What follows belongs to an exercise in optimizing a design on an open flow for small area; a production flow would make more cautious choices. Function was checked by simulation only, so behaviour that the tests miss may differ from the original. The flow treats the clock pin as an ideal source, which a real chip does not have. No activity file was given, so power comes from the tool's default toggle rates.

Design rf_scoreboard, start of the top module:
module rf_scoreboard
#(
   parameter int unsigned XLEN   = rf_pkg::XLEN_DEF,
   parameter int unsigned NREGS  = rf_pkg::NREGS_DEF,
   parameter int unsigned NRD    = rf_pkg::NRD_DEF,
   parameter int unsigned BYPASS = 1,
   localparam int unsigned AW    = rf_pkg::rf_addr_width(NREGS)
) (
   input  logic                clk,
   input  logic                rst_n,
   input  logic [NRD*AW-1:0]   RF_ADR,
   output logic [NRD*XLEN-1:0] RF_RD,
   output logic [NRD-1:0]      RF_BUSY,
   input  logic                ISS_EN,
   input  logic [AW-1:0]       ISS_WA,
   input  logic                WB_EN,
   input  logic [AW-1:0]       WB_WA,
   input  logic [XLEN-1:0]     WB_WD,
   output logic                ISS_WAW,
   output logic                WB_ORPHAN,
   output logic [AW:0]         PEND_CNT
);
   logic [NREGS-1:0] w_wen;      
   logic [NREGS-1:0] w_ien;      
   logic [NREGS-1:0] r_vld;      
   logic [NREGS-1:0] r_pend;     
   logic [AW:0]      r_cnt;
   logic             w_wb_vld;
   logic             w_iss_vld;
   logic             w_same;
   logic             w_p_iss;    
   logic             w_p_wb;     
   assign w_wb_vld  = WB_EN && (WB_WA != '0);
   assign w_iss_vld = ISS_EN && (ISS_WA != '0);
   assign w_same    = w_iss_vld && w_wb_vld && (ISS_WA == WB_WA);
   rf_dec u_dec_wb  (.i_en (WB_EN),  .i_a (WB_WA),  .o_y (w_wen));
   rf_dec u_dec_iss (.i_en (ISS_EN), .i_a (ISS_WA), .o_y (w_ien));
   assign r_vld[0]  = 1'b0;
   assign r_pend[0] = 1'b0;
   for (genvar k = 1; k < int'(NREGS); k++) begin : g_st
      always_ff @(posedge clk or negedge rst_n) begin
         if (!rst_n) begin
            r_vld[k]  <= 1'b0;
  ...
Size in the first run: ~2500 cells after synthesis, about 0.042 mm2 of cells after synthesis.
==> flow/config.mk <==
export PLATFORM = sky130hd
export DESIGN_NAME = rf_scoreboard
export DESIGN_NICKNAME = rf_scoreboard
export VERILOG_FILES = /design/flow/design.v
export SDC_FILE = /design/flow/constraint.sdc
export NUM_CORES = 4
export LEC_CHECK = 0
export CAP_MARGIN = 20
export CORE_MARGIN = 2
export CORE_UTILIZATION = 60
export SLEW_MARGIN = 20
export SYNTH_HIERARCHICAL = 1
export SYNTH_MINIMUM_KEEP_SIZE = 0
==> flow/constraint.sdc <==
create_clock -name core_clock -period 8.0 [get_ports {clk}]
set_input_delay 1.6000 -clock core_clock [delete_from_list [all_inputs] [get_ports {clk}]]
set_output_delay 1.6000 -clock core_clock [all_outputs]
set_load 0.01 [all_outputs]
standard.sh (not shown) runs the stock make flow with config.mk's settings and CLKGATE_MAP_FILE= SYNTH_SCRIPT=/design/flow/synth_recipe.tcl, a recipe that flattens the netlist after the stock synthesis.
==> flow/flow/run.sh <==
#!/bin/bash
# Own layout flow: the standard ORFS flow (standard.sh) with changes that only
# affect cell choice and count, not the design, constraints, power grid or tap cells:
#  - synthesis is the standard synthesis script, except that ABC maps the
#    combinational logic with an area-oriented script (flow/area.abc) and without
#    its gate upsizing; flip-flop mapping is unchanged,
#  - port buffers use the smallest buffer cell instead of a delay cell,
#  - clock tree without dummy loads, with sink clusters of up to 8 on clkbuf_4,
#  - the repair steps may not use buffers larger than buf_4 (ORFS step hooks that
#    only add set_dont_use; flow/nbb_place.tcl, flow/nbb_late.tcl).
set -euo pipefail
here=$(pwd)
export MY_ABC_SCRIPT="$here/flow/area.abc"
export BUFFER_PORTS_ARGS="-buffer_cell sky130_fd_sc_hd__buf_1"
export CTS_ARGS="-sink_clustering_enable -repair_clock_nets -dont_use_dummy_load -buf_list {sky130_fd_sc_hd__clkbuf_4} -sink_clustering_size 8 -sink_clustering_max_diameter 40"
export PRE_GLOBAL_PLACE_TCL="$here/flow/nbb_place.tcl"
export PRE_RESIZE_TCL="$here/flow/nbb_place.tcl"
export PRE_CTS_TCL="$here/flow/nbb_late.tcl"
export PRE_GLOBAL_ROUTE_TCL="$here/flow/nbb_late.tcl"
sed "s#SYNTH_SCRIPT=[^ ]*synth_recipe.tcl#SYNTH_SCRIPT=$here/flow/synth.tcl#" standard.sh > own_standard.sh
grep -q "SYNTH_SCRIPT=$here/flow/synth.tcl" own_standard.sh
bash own_standard.sh > standard_flow.log 2>&1
==> flow/flow/nbb_late.tcl <==
# Clock tree and global route repair: no buffer larger than buf_4 (CTS uses clkbuf_4).
set_dont_use {sky130_fd_sc_hd__buf_6 sky130_fd_sc_hd__buf_8 sky130_fd_sc_hd__buf_12 sky130_fd_sc_hd__buf_16 sky130_fd_sc_hd__clkbuf_16 sky130_fd_sc_hd__bufbuf_8 sky130_fd_sc_hd__bufbuf_16 sky130_fd_sc_hd__bufinv_8 sky130_fd_sc_hd__bufinv_16}
==> flow/flow/nbb_place.tcl <==
# Placement and placement repair: no buffer larger than buf_4 / clkbuf_4.
set_dont_use {sky130_fd_sc_hd__buf_6 sky130_fd_sc_hd__buf_8 sky130_fd_sc_hd__buf_12 sky130_fd_sc_hd__buf_16 sky130_fd_sc_hd__clkbuf_8 sky130_fd_sc_hd__clkbuf_16 sky130_fd_sc_hd__bufbuf_8 sky130_fd_sc_hd__bufbuf_16 sky130_fd_sc_hd__bufinv_8 sky130_fd_sc_hd__bufinv_16}
Other scripts of this flow, unchanged in this note and not shown: flow/flow/area.abc, flow/flow/synth.tcl
The first run finished clean.
Rerun with:
==> flow/flow/run.sh (replaced) <==
#!/bin/bash
# Own layout flow: the standard ORFS flow (standard.sh) with changes that only
# affect cell choice and count, not the design, constraints, power grid or tap cells:
#  - synthesis is the standard synthesis script, except that ABC maps the
#    combinational logic with an area-oriented script (flow/area.abc) and without
#    its gate upsizing; flip-flop mapping is unchanged,
#  - port buffers use the smallest buffer cell instead of a delay cell,
#  - clock tree without dummy loads, with sink clusters of up to 12 on clkbuf_8,
set -euo pipefail
here=$(pwd)
export MY_ABC_SCRIPT="$here/flow/area.abc"
export BUFFER_PORTS_ARGS="-buffer_cell sky130_fd_sc_hd__buf_1"
export CTS_ARGS="-sink_clustering_enable -repair_clock_nets -dont_use_dummy_load -buf_list {sky130_fd_sc_hd__clkbuf_8} -sink_clustering_size 12 -sink_clustering_max_diameter 50"
sed "s#SYNTH_SCRIPT=[^ ]*synth_recipe.tcl#SYNTH_SCRIPT=$here/flow/synth.tcl#" standard.sh > own_standard.sh
grep -q "SYNTH_SCRIPT=$here/flow/synth.tcl" own_standard.sh
bash own_standard.sh > standard_flow.log 2>&1
removed: flow/flow/nbb_late.tcl
removed: flow/flow/nbb_place.tcl
What happened: The new run passed the timing, design-rule and antenna checks; final cell count shrinks by 2.1%; non-clock buffer count decreases by 28; flip-flop and latch count does not change; area after synthesis stays the same; sequential share of layout area shrinks by 1.4 points.
Rerun with:
Settings changed: CORE_UTILIZATION 60 to 70.
After rerunning:
- hold slack got worse by 0.016 ns
- die area is lower by 14%
- wire length is lower by 2.9%
- via count is higher by 2.8%
Rerun with:
--- a/flow/flow/run.sh
+++ b/flow/flow/run.sh
@@ -8,2 +8,4 @@
 #  - clock tree without dummy loads, with sink clusters of up to 12 on clkbuf_8,
+#  - the repair steps may not use buffers larger than buf_4 (ORFS step hooks that
+#    only add set_dont_use; flow/nbb_place.tcl, flow/nbb_late.tcl).
 set -euo pipefail
@@ -13,2 +15,6 @@
 export CTS_ARGS="-sink_clustering_enable -repair_clock_nets -dont_use_dummy_load -buf_list {sky130_fd_sc_hd__clkbuf_8} -sink_clustering_size 12 -sink_clustering_max_diameter 50"
+export PRE_GLOBAL_PLACE_TCL="$here/flow/nbb_place.tcl"
+export PRE_RESIZE_TCL="$here/flow/nbb_place.tcl"
+export PRE_CTS_TCL="$here/flow/nbb_late.tcl"
+export PRE_GLOBAL_ROUTE_TCL="$here/flow/nbb_late.tcl"
 sed "s#SYNTH_SCRIPT=[^ ]*synth_recipe.tcl#SYNTH_SCRIPT=$here/flow/synth.tcl#" standard.sh > own_standard.sh
==> flow/flow/nbb_late.tcl (new file) <==
# Clock tree and global route repair: no buffer larger than buf_4 (CTS keeps its clkbuf_8).
set_dont_use {sky130_fd_sc_hd__buf_6 sky130_fd_sc_hd__buf_8 sky130_fd_sc_hd__buf_12 sky130_fd_sc_hd__buf_16 sky130_fd_sc_hd__clkbuf_16 sky130_fd_sc_hd__bufbuf_8 sky130_fd_sc_hd__bufbuf_16 sky130_fd_sc_hd__bufinv_8 sky130_fd_sc_hd__bufinv_16}
==> flow/flow/nbb_place.tcl (new file) <==
# Placement and placement repair: no buffer larger than buf_4 / clkbuf_4.
set_dont_use {sky130_fd_sc_hd__buf_6 sky130_fd_sc_hd__buf_8 sky130_fd_sc_hd__buf_12 sky130_fd_sc_hd__buf_16 sky130_fd_sc_hd__clkbuf_8 sky130_fd_sc_hd__clkbuf_16 sky130_fd_sc_hd__bufbuf_8 sky130_fd_sc_hd__bufbuf_16 sky130_fd_sc_hd__bufinv_8 sky130_fd_sc_hd__bufinv_16}
Settings changed: CORE_UTILIZATION 70 to 60.
Wire length grows by 3.8%.
Design area hardly moves.
Setup slack is worse by 0.22 ns.
Synthesized area is unchanged.
Non-clock buffer count grows by 33.
Clock power grows by about 4%.
Count of clock-buffer cells in the layout grows by 6.
Global-route usage shrinks by 5.7 points.
Cell count grows by 5.3%.
Total power grows by 0.95%.

==> re-timing with driven ports <==
Ports are ideal in the flow. The routed layouts listed here were re-timed in OpenROAD.
Step 1 sets driving cells, clkbuf_16 on the clock port and buf_2 on the other inputs (assumed; they add their load-dependent delay and slew).
Step 2 moves the port delays by t, midway between the first and last clock arrival at a register: inputs arrive t later, outputs are due t later. That takes back most of the time a late clock gives input paths.
Three values: ideal, step 1, step 2; two values: the first two.
run | t, ns | setup slack, ns | hold WS [ns] | worst data-port slew with drivers (ns)
the first run | 1.053 | 0.361 / 0.333 / 0.333 | 0.476 / 0.476 / 0.476 | 0.13
the second run | 0.795 | 0.801 / 0.769 / 0.769 | 0.490 / 0.490 / 0.490 | 0.16
the third run | 0.764 | 0.512 / 0.491 / 0.491 | 0.474 / 0.474 / 0.474 | 0.05
the fourth run | 0.770 | 0.294 / 0.270 / 0.270 | 0.482 / 0.482 / 0.482 | 0.13
After both steps every run listed still meets setup and hold. For the second run, which loses most, drivers alone change the setup slack by -0.032 ns; drivers and shift together by -0.032 ns.
